From an optimization exercise on the open Yosys and OpenROAD flow, aimed at small area, a short achievable clock period and few clock cycles; shortcuts taken in it are not production practice. RTL that was checked went through simulation tests only; none was proved equivalent to the original. Power figures rest on the tool's default switching activity, not on a simulated workload.

==> job 4999: inputs <==
## matrix_vector_multiply_top
module matrix_vector_multiply_top
(
    input  logic                 clk,
    input  logic                 rst_n,
    input  logic                 cfg_we,
    input  logic [CFG_IDX_W-1:0] cfg_index,
    input  logic [CFG_W-1:0]     cfg_data,
    input  logic                 in_valid,
    output logic                 in_ready,
    input  logic                 in_cmd,
    input  logic [VALUE_W-1:0]   in_value,
    output logic                 out_valid,
    input  logic                 out_ready,
    output logic [VALUE_W-1:0]   out_row_sum,
    output logic [ROW_W-1:0]     out_row_number,
    output logic                 out_last
);
    logic               e_mat, e_first, e_emit, wr_lo, wr_hi, res_last;
    logic [VALUE_W-1:0] e_value, e_x;
    logic [MAX_DIM-1:0] e_hot;
    logic [ROW_W-1:0]   res_row;
    mvm_ctrl u_ctrl (
        .clk       (clk),
        .rst_n     (rst_n),
        .cfg_we    (cfg_we),
        .cfg_index (cfg_index),
        .cfg_data  (cfg_data),
        .in_valid  (in_valid),
        .in_ready  (in_ready),
        .in_cmd    (in_cmd),
        .in_value  (in_value),
        .res_taken (out_valid && out_ready),
        .e_mat     (e_mat),
        .e_value   (e_value),
        .e_hot     (e_hot),
        .e_first   (e_first),
        .e_emit    (e_emit),
        .wr_lo     (wr_lo),
        .wr_hi     (wr_hi),
        .res_row   (res_row),
  ...
==> flow/config.mk <==
export PLATFORM = sky130hd
export DESIGN_NAME = matrix_vector_multiply_top
export DESIGN_NICKNAME = matrix_vector_multiply_top
export VERILOG_FILES = /design/flow/design.v
export SDC_FILE = /design/flow/constraint.sdc
export NUM_CORES = 4
export LEC_CHECK = 0
export CAP_MARGIN = 20
export CORE_MARGIN = 2
export CORE_UTILIZATION = 45
export CTS_BUF_LIST = sky130_fd_sc_hd__clkbuf_16
export CTS_CLUSTER_DIAMETER = 50
export CTS_CLUSTER_SIZE = 28
export PLACE_DENSITY = 0.6
export SETUP_SLACK_MARGIN = 5
export SLEW_MARGIN = 20
==> flow/constraint.sdc <==
create_clock -name core_clock -period 9.0 [get_ports {clk}]
set_input_delay 1.8000 -clock core_clock [delete_from_list [all_inputs] [get_ports {clk}]]
set_output_delay 1.8000 -clock core_clock [all_outputs]
set_load 0.01 [all_outputs]
run.sh (not shown) runs the stock make flow with config.mk's settings and CLKGATE_MAP_FILE= SYNTH_SCRIPT=/design/flow/synth_recipe.tcl, a recipe that flattens the netlist after the stock synthesis.
==> job 526 (differences from job 4999) <==
CTS_BUF_LIST = not set   (was sky130_fd_sc_hd__clkbuf_16)
CTS_CLUSTER_DIAMETER = not set   (was 50)
CTS_CLUSTER_SIZE = not set   (was 28)
==> qor summary <==
quantity                                                                      job 526            job 4999
Status                                                                 finished clean      finished clean
Post-layout net count                                                            8968                8869
Number of antenna violations at the first check in global routing                  21                  17
Minimum clock period after layout                                             3838 ps             3848 ps
Min-Delay Startpoint                                               u_store.ring[1373]  u_store.ring[1559]
Overall power                                                               0.03622 W           0.03353 W
Relative max-transition margin                                                 14.57%              10.55%
Register area                                                               55130 um2           55130 um2
Final antenna diode count                                                           6                   5
Worst Clk Skew                                                               76.94 ps            65.06 ps
Worst Path Required                                                           9840 ps             9800 ps
Clock network area share                                                       8.555%              6.310%
Clock latency on the worst-skew pair                                           980 ps              920 ps
Final wirelength                                                             349.5 mm            345.7 mm
CP max FO                                                                           5                   4
Number of clock buffers inserted by TritonCTS                                     286                 185
Global routing met1 resource utilization                                       38.57%              38.19%
Cell area power density                                                  320.8 nW/um2        304.3 nW/um2
Count of plain and timing-repair buffers in the layout                            266                 268
Final-layout fill cell count                                                    18710               18950
Internal power                                                              0.02419 W           0.02133 W
No functional check of the RTL was part of any run of this note.

========
==> 04-27 <==
Another version of the RTL of matrix_vector_multiply_top (not shown whole).
==> module mvm_mac, before the edit <==
module mvm_mac
(
    input  logic                      clk,
    input  logic                      rst_n,
    input  logic                      e_mat,
    input  logic [VALUE_W-1:0]        e_value,
    input  logic [VALUE_W-1:0]        e_x,
    input  logic                      e_first,
    input  logic                      e_emit,
    input  logic [ROW_W-1:0]          res_row,
    input  logic                      res_last,
    output logic                      out_valid,
    input  logic                      out_ready,
    output logic [VALUE_W-1:0]        row_sum,
    output logic [ROW_W-1:0]          row_number,
    output logic                      last
);
    localparam int ND = VALUE_W / 2;      
    logic [VALUE_W-1:0]        op_a_reg;
    logic [ND-1:0]             op_one_reg, op_two_reg, op_neg_reg;
    logic                      op_first_reg, op_emit_reg;
    logic [3:0][PROD_W-1:0]    part_reg;
    logic                      part_first_reg, part_emit_reg;
    logic [PROD_W-1:0]         prod_reg;
    logic                      prod_first_reg, prod_emit_reg;
    logic [PROD_W-1:0]         acc_reg, acc_next;
    logic                      fin_emit_reg;
    logic                      out_valid_reg;
    logic [VALUE_W-1:0]        row_sum_reg, row_sum_next;
    logic [ROW_W-1:0]          row_number_reg;
    logic                      last_reg;
    logic [VALUE_W:0]          xb;
    logic [ND-1:0]             one, two, neg;
    logic [3:0][PROD_W-1:0]    part;
    logic [PROD_W-1:0]         fin0, fin1;
    logic [PROD_W-1:0]         acc_base;
    logic [PROD_W:0]           acc_wide;
    logic [PROD_W-FRAC_W-1:0]  acc_shift;
    always_comb
    begin
        xb = {e_x, 1'b0};
        for (int i = 0; i < ND; i++)
        begin
            one[i] = xb[2*i+1] ^ xb[2*i];
            two[i] = (xb[2*i+2] & ~xb[2*i+1] & ~xb[2*i]) | (~xb[2*i+2] & xb[2*i+1] & xb[2*i]);
            neg[i] = xb[2*i+2];
        end
    end
    mvm_mul_tree u_tree (
        .a   (op_a_reg),
        .one (op_one_reg),
        .two (op_two_reg),
        .neg (op_neg_reg),
        .r0  (part[0]),
        .r1  (part[1]),
        .r2  (part[2]),
        .r3  (part[3])
    );
    mvm_mul_fin u_fin (
        .r0 (part_reg[0]),
        .r1 (part_reg[1]),
        .r2 (part_reg[2]),
        .r3 (part_reg[3]),
        .s0 (fin0),
        .s1 (fin1)
    );
    always_ff @(posedge clk or negedge rst_n)
    begin
        if (!rst_n)
        begin
            op_emit_reg   <= 1'b0;
            part_emit_reg <= 1'b0;
            prod_emit_reg <= 1'b0;
            fin_emit_reg  <= 1'b0;
            out_valid_reg <= 1'b0;
        end
        else
        begin
            op_emit_reg   <= e_mat && e_emit;
            part_emit_reg <= op_emit_reg;
            prod_emit_reg <= part_emit_reg;
            fin_emit_reg  <= prod_emit_reg;
            out_valid_reg <= fin_emit_reg || (out_valid_reg && !out_ready);
        end
    end
    always_ff @(posedge clk)
    begin
        op_a_reg       <= e_mat ? e_value : '0;
        op_one_reg     <= one;
        op_two_reg     <= two;
        op_neg_reg     <= neg;
        op_first_reg   <= e_mat && e_first;
        part_reg       <= part;
        part_first_reg <= op_first_reg;
        prod_reg       <= fin0 + fin1;
        prod_first_reg <= part_first_reg;
        acc_reg        <= acc_next;
    end
    always_comb
    begin
        acc_base = prod_first_reg ? '0 : acc_reg;
        acc_wide = {acc_base[PROD_W-1], acc_base} + {prod_reg[PROD_W-1], prod_reg};
        if (acc_wide[PROD_W] != acc_wide[PROD_W-1])
            acc_next = acc_wide[PROD_W] ? {1'b1, {(PROD_W-1){1'b0}}}
                                        : {1'b0, {(PROD_W-1){1'b1}}};
        else
            acc_next = acc_wide[PROD_W-1:0];
    end
    always_comb
    begin
        acc_shift = acc_reg[PROD_W-1:FRAC_W];
        if (acc_shift[PROD_W-FRAC_W-1:VALUE_W-1] == '0 || acc_shift[PROD_W-FRAC_W-1:VALUE_W-1] == '1)
            row_sum_next = acc_shift[VALUE_W-1:0];
        else
            row_sum_next = acc_shift[PROD_W-FRAC_W-1] ? {1'b1, {(VALUE_W-1){1'b0}}}
                                                      : {1'b0, {(VALUE_W-1){1'b1}}};
    end
    always_ff @(posedge clk)
    begin
        if (fin_emit_reg)
        begin
            row_sum_reg    <= row_sum_next;
            row_number_reg <= res_row;
            last_reg       <= res_last;
        end
    end
    assign out_valid  = out_valid_reg;
    assign row_sum    = row_sum_reg;
    assign row_number = row_number_reg;
    assign last       = last_reg;
endmodule
make LEC_CHECK=0 CAP_MARGIN=20 CORE_MARGIN=2 CORE_UTILIZATION=45 PLACE_DENSITY=0.6 SETUP_SLACK_MARGIN=5 SLEW_MARGIN=20 finish   # period 9.0 ns
==> 11-01 (differences from 04-27) <==
--- a/flow/design.v
+++ b/flow/design.v
@@ -233,5 +233,4 @@
     logic                      prod_first_reg, prod_emit_reg;
     logic [PROD_W-1:0]         acc_reg, acc_next;
-    logic                      fin_emit_reg;
     logic                      out_valid_reg;
     logic [VALUE_W-1:0]        row_sum_reg, row_sum_next;
@@ -244,5 +243,5 @@
     logic [PROD_W-1:0]         acc_base;
     logic [PROD_W:0]           acc_wide;
-    logic [PROD_W-FRAC_W-1:0]  acc_shift;
+    logic                      ovf;
     always_comb
     begin
@@ -280,5 +279,4 @@
             part_emit_reg <= 1'b0;
             prod_emit_reg <= 1'b0;
-            fin_emit_reg  <= 1'b0;
             out_valid_reg <= 1'b0;
         end
@@ -288,6 +286,5 @@
             part_emit_reg <= op_emit_reg;
             prod_emit_reg <= part_emit_reg;
-            fin_emit_reg  <= prod_emit_reg;
-            out_valid_reg <= fin_emit_reg || (out_valid_reg && !out_ready);
+            out_valid_reg <= prod_emit_reg || (out_valid_reg && !out_ready);
         end
     end
@@ -309,22 +306,22 @@
         acc_base = prod_first_reg ? '0 : acc_reg;
         acc_wide = {acc_base[PROD_W-1], acc_base} + {prod_reg[PROD_W-1], prod_reg};
-        if (acc_wide[PROD_W] != acc_wide[PROD_W-1])
+        ovf      = acc_wide[PROD_W] != acc_wide[PROD_W-1];
+        if (ovf)
             acc_next = acc_wide[PROD_W] ? {1'b1, {(PROD_W-1){1'b0}}}
                                         : {1'b0, {(PROD_W-1){1'b1}}};
         else
             acc_next = acc_wide[PROD_W-1:0];
-    end
-    always_comb
-    begin
-        acc_shift = acc_reg[PROD_W-1:FRAC_W];
-        if (acc_shift[PROD_W-FRAC_W-1:VALUE_W-1] == '0 || acc_shift[PROD_W-FRAC_W-1:VALUE_W-1] == '1)
-            row_sum_next = acc_shift[VALUE_W-1:0];
+        if (ovf)
+            row_sum_next = acc_wide[PROD_W] ? {1'b1, {(VALUE_W-1){1'b0}}}
+                                            : {1'b0, {(VALUE_W-1){1'b1}}};
+        else if (acc_wide[PROD_W-1:VALUE_W+FRAC_W-1] == '0 || acc_wide[PROD_W-1:VALUE_W+FRAC_W-1] == '1)
+            row_sum_next = acc_wide[VALUE_W+FRAC_W-1:FRAC_W];
         else
-            row_sum_next = acc_shift[PROD_W-FRAC_W-1] ? {1'b1, {(VALUE_W-1){1'b0}}}
-                                                      : {1'b0, {(VALUE_W-1){1'b1}}};
+            row_sum_next = acc_wide[PROD_W-1] ? {1'b1, {(VALUE_W-1){1'b0}}}
+                                              : {1'b0, {(VALUE_W-1){1'b1}}};
     end
     always_ff @(posedge clk)
     begin
-        if (fin_emit_reg)
+        if (prod_emit_reg)
         begin
             row_sum_reg    <= row_sum_next;
==> 09-23 (differences from 04-27) <==
--- a/flow/design.v
+++ b/flow/design.v
@@ -233,5 +233,4 @@
     logic                      prod_first_reg, prod_emit_reg;
     logic [PROD_W-1:0]         acc_reg, acc_next;
-    logic                      fin_emit_reg;
     logic                      out_valid_reg;
     logic [VALUE_W-1:0]        row_sum_reg, row_sum_next;
@@ -244,5 +243,5 @@
     logic [PROD_W-1:0]         acc_base;
     logic [PROD_W:0]           acc_wide;
-    logic [PROD_W-FRAC_W-1:0]  acc_shift;
+    logic                      ovf;
     always_comb
     begin
@@ -280,5 +279,4 @@
             part_emit_reg <= 1'b0;
             prod_emit_reg <= 1'b0;
-            fin_emit_reg  <= 1'b0;
             out_valid_reg <= 1'b0;
         end
@@ -288,6 +286,5 @@
             part_emit_reg <= op_emit_reg;
             prod_emit_reg <= part_emit_reg;
-            fin_emit_reg  <= prod_emit_reg;
-            out_valid_reg <= fin_emit_reg || (out_valid_reg && !out_ready);
+            out_valid_reg <= prod_emit_reg || (out_valid_reg && !out_ready);
         end
     end
@@ -309,22 +306,22 @@
         acc_base = prod_first_reg ? '0 : acc_reg;
         acc_wide = {acc_base[PROD_W-1], acc_base} + {prod_reg[PROD_W-1], prod_reg};
-        if (acc_wide[PROD_W] != acc_wide[PROD_W-1])
+        ovf      = acc_wide[PROD_W] != acc_wide[PROD_W-1];
+        if (ovf)
             acc_next = acc_wide[PROD_W] ? {1'b1, {(PROD_W-1){1'b0}}}
                                         : {1'b0, {(PROD_W-1){1'b1}}};
         else
             acc_next = acc_wide[PROD_W-1:0];
-    end
-    always_comb
-    begin
-        acc_shift = acc_reg[PROD_W-1:FRAC_W];
-        if (acc_shift[PROD_W-FRAC_W-1:VALUE_W-1] == '0 || acc_shift[PROD_W-FRAC_W-1:VALUE_W-1] == '1)
-            row_sum_next = acc_shift[VALUE_W-1:0];
+        if (ovf)
+            row_sum_next = acc_wide[PROD_W] ? {1'b1, {(VALUE_W-1){1'b0}}}
+                                            : {1'b0, {(VALUE_W-1){1'b1}}};
+        else if (acc_wide[PROD_W-1:VALUE_W+FRAC_W-1] == '0 || acc_wide[PROD_W-1:VALUE_W+FRAC_W-1] == '1)
+            row_sum_next = acc_wide[VALUE_W+FRAC_W-1:FRAC_W];
         else
-            row_sum_next = acc_shift[PROD_W-FRAC_W-1] ? {1'b1, {(VALUE_W-1){1'b0}}}
-                                                      : {1'b0, {(VALUE_W-1){1'b1}}};
+            row_sum_next = acc_wide[PROD_W-1] ? {1'b1, {(VALUE_W-1){1'b0}}}
+                                              : {1'b0, {(VALUE_W-1){1'b1}}};
     end
     always_ff @(posedge clk)
     begin
-        if (fin_emit_reg)
+        if (prod_emit_reg)
         begin
             row_sum_reg    <= row_sum_next;
--- a/flow/config.mk
+++ b/flow/config.mk
@@ -10,4 +10,3 @@
 export CORE_UTILIZATION = 45
 export PLACE_DENSITY = 0.6
-export SETUP_SLACK_MARGIN = 5
 export SLEW_MARGIN = 20
==> 12-14 (differences from 04-27) <==
--- a/flow/design.v
+++ b/flow/design.v
@@ -233,5 +233,4 @@
     logic                      prod_first_reg, prod_emit_reg;
     logic [PROD_W-1:0]         acc_reg, acc_next;
-    logic                      fin_emit_reg;
     logic                      out_valid_reg;
     logic [VALUE_W-1:0]        row_sum_reg, row_sum_next;
@@ -244,5 +243,5 @@
     logic [PROD_W-1:0]         acc_base;
     logic [PROD_W:0]           acc_wide;
-    logic [PROD_W-FRAC_W-1:0]  acc_shift;
+    logic                      ovf;
     always_comb
     begin
@@ -280,5 +279,4 @@
             part_emit_reg <= 1'b0;
             prod_emit_reg <= 1'b0;
-            fin_emit_reg  <= 1'b0;
             out_valid_reg <= 1'b0;
         end
@@ -288,6 +286,5 @@
             part_emit_reg <= op_emit_reg;
             prod_emit_reg <= part_emit_reg;
-            fin_emit_reg  <= prod_emit_reg;
-            out_valid_reg <= fin_emit_reg || (out_valid_reg && !out_ready);
+            out_valid_reg <= prod_emit_reg || (out_valid_reg && !out_ready);
         end
     end
@@ -309,22 +306,22 @@
         acc_base = prod_first_reg ? '0 : acc_reg;
         acc_wide = {acc_base[PROD_W-1], acc_base} + {prod_reg[PROD_W-1], prod_reg};
-        if (acc_wide[PROD_W] != acc_wide[PROD_W-1])
+        ovf      = acc_wide[PROD_W] != acc_wide[PROD_W-1];
+        if (ovf)
             acc_next = acc_wide[PROD_W] ? {1'b1, {(PROD_W-1){1'b0}}}
                                         : {1'b0, {(PROD_W-1){1'b1}}};
         else
             acc_next = acc_wide[PROD_W-1:0];
-    end
-    always_comb
-    begin
-        acc_shift = acc_reg[PROD_W-1:FRAC_W];
-        if (acc_shift[PROD_W-FRAC_W-1:VALUE_W-1] == '0 || acc_shift[PROD_W-FRAC_W-1:VALUE_W-1] == '1)
-            row_sum_next = acc_shift[VALUE_W-1:0];
+        if (ovf)
+            row_sum_next = acc_wide[PROD_W] ? {1'b1, {(VALUE_W-1){1'b0}}}
+                                            : {1'b0, {(VALUE_W-1){1'b1}}};
+        else if (acc_wide[PROD_W-1:VALUE_W+FRAC_W-1] == '0 || acc_wide[PROD_W-1:VALUE_W+FRAC_W-1] == '1)
+            row_sum_next = acc_wide[VALUE_W+FRAC_W-1:FRAC_W];
         else
-            row_sum_next = acc_shift[PROD_W-FRAC_W-1] ? {1'b1, {(VALUE_W-1){1'b0}}}
-                                                      : {1'b0, {(VALUE_W-1){1'b1}}};
+            row_sum_next = acc_wide[PROD_W-1] ? {1'b1, {(VALUE_W-1){1'b0}}}
+                                              : {1'b0, {(VALUE_W-1){1'b1}}};
     end
     always_ff @(posedge clk)
     begin
-        if (fin_emit_reg)
+        if (prod_emit_reg)
         begin
             row_sum_reg    <= row_sum_next;
--- a/flow/config.mk
+++ b/flow/config.mk
@@ -6,4 +6,5 @@
 export NUM_CORES = 4
 export LEC_CHECK = 0
+export ABC_CLOCK_PERIOD_IN_PS = 3000
 export CAP_MARGIN = 20
 export CORE_MARGIN = 2
==> qor.yml <==
multi_input_comb_area_mm2: 0.0438
required_ns: 9.64
met1_length_um: 139000
status: "timing/DRC/antenna clean"
cts.sinks: 2623
cp_num_buf_inv: 6
vias_per_cell: 6.22
switchingPower_mw: 15.7
The numbers above come from 12-14.

==> qor.yml <==
met1_length_um: 139000
multi_input_comb_area_mm2: 0.0438
status: "timing/DRC/antenna clean"
switchingPower_mw: 15.7
path_common_cell: "buf_4"
cp_num_buf_inv: 6
vias_per_cell: 6.22
The numbers above come from 11-01.

==> qor.yml <==
required_ns: 9.59
switchingPower_mw: 12.0
hold_end: "u_store.ring[152]"
vias_per_cell: 6.19
status: "timing/DRC/antenna clean"
met1_length_um: 134000
cp_num_buf_inv: 3
The numbers above come from 09-23.

==> qor.yml <==
vias_per_cell: 6.23
largest_reg_flops: 2048
cts.sinks: 2624
switchingPower_mw: 11.4
met1_length_um: 136000
required_ns: 9.76
cp_num_buf_inv: 3
status: "timing/DRC/antenna clean"
min_path_cells: 0
The numbers above come from 04-27.

Testbench counts of 04-27, summed over its fixed seeds: cycles 167,162.
Only the layout flow was run in 11-01, 09-23 and 12-14; the RTL was not checked for function there.

## port drivers added, routing unchanged
How much do the figures lean on ideal ports? The routed layouts below were timed once more, with nothing changed but the port constraints.
Step 1 assumes that a clkbuf_16 drives the clock port and a buf_2 every other input.
Step 2, shift: input delay + t, output delay - t, t = (earliest + latest rising clock arrival at the registers) / 2. This alone moves slack from input paths to output paths.
a / b / c = no drivers / after step 1 / after step 2; a / b = the first two.
run | t, ns | slack for setup (ns) | hold slack, ns | worst slew at a driven data input, ns
job 4999 | 0.987 | 5.152 / 5.152 / 4.414 | 0.302 / 0.302 / 0.302 | 0.16
job 526 | 1.026 | 5.162 / 5.162 / 4.427 | 0.291 / 0.291 / 0.291 | 0.17
04-27 | 1.006 | 4.257 / 4.257 / 4.257 | 0.292 / 0.292 / 0.292 | 0.12
11-01 | 0.987 | 4.187 / 4.187 / 4.187 | 0.287 / 0.287 / 0.287 | 0.12
09-23 | 0.986 | 2.606 / 2.606 / 2.606 | 0.280 / 0.280 / 0.280 | 0.08
12-14 | 0.987 | 4.187 / 4.187 / 4.187 | 0.287 / 0.287 / 0.287 | 0.12
After both steps every run listed still meets setup and hold. For job 4999, which loses most, drivers alone change the setup slack by 0.000 ns; drivers and shift together by -0.738 ns.
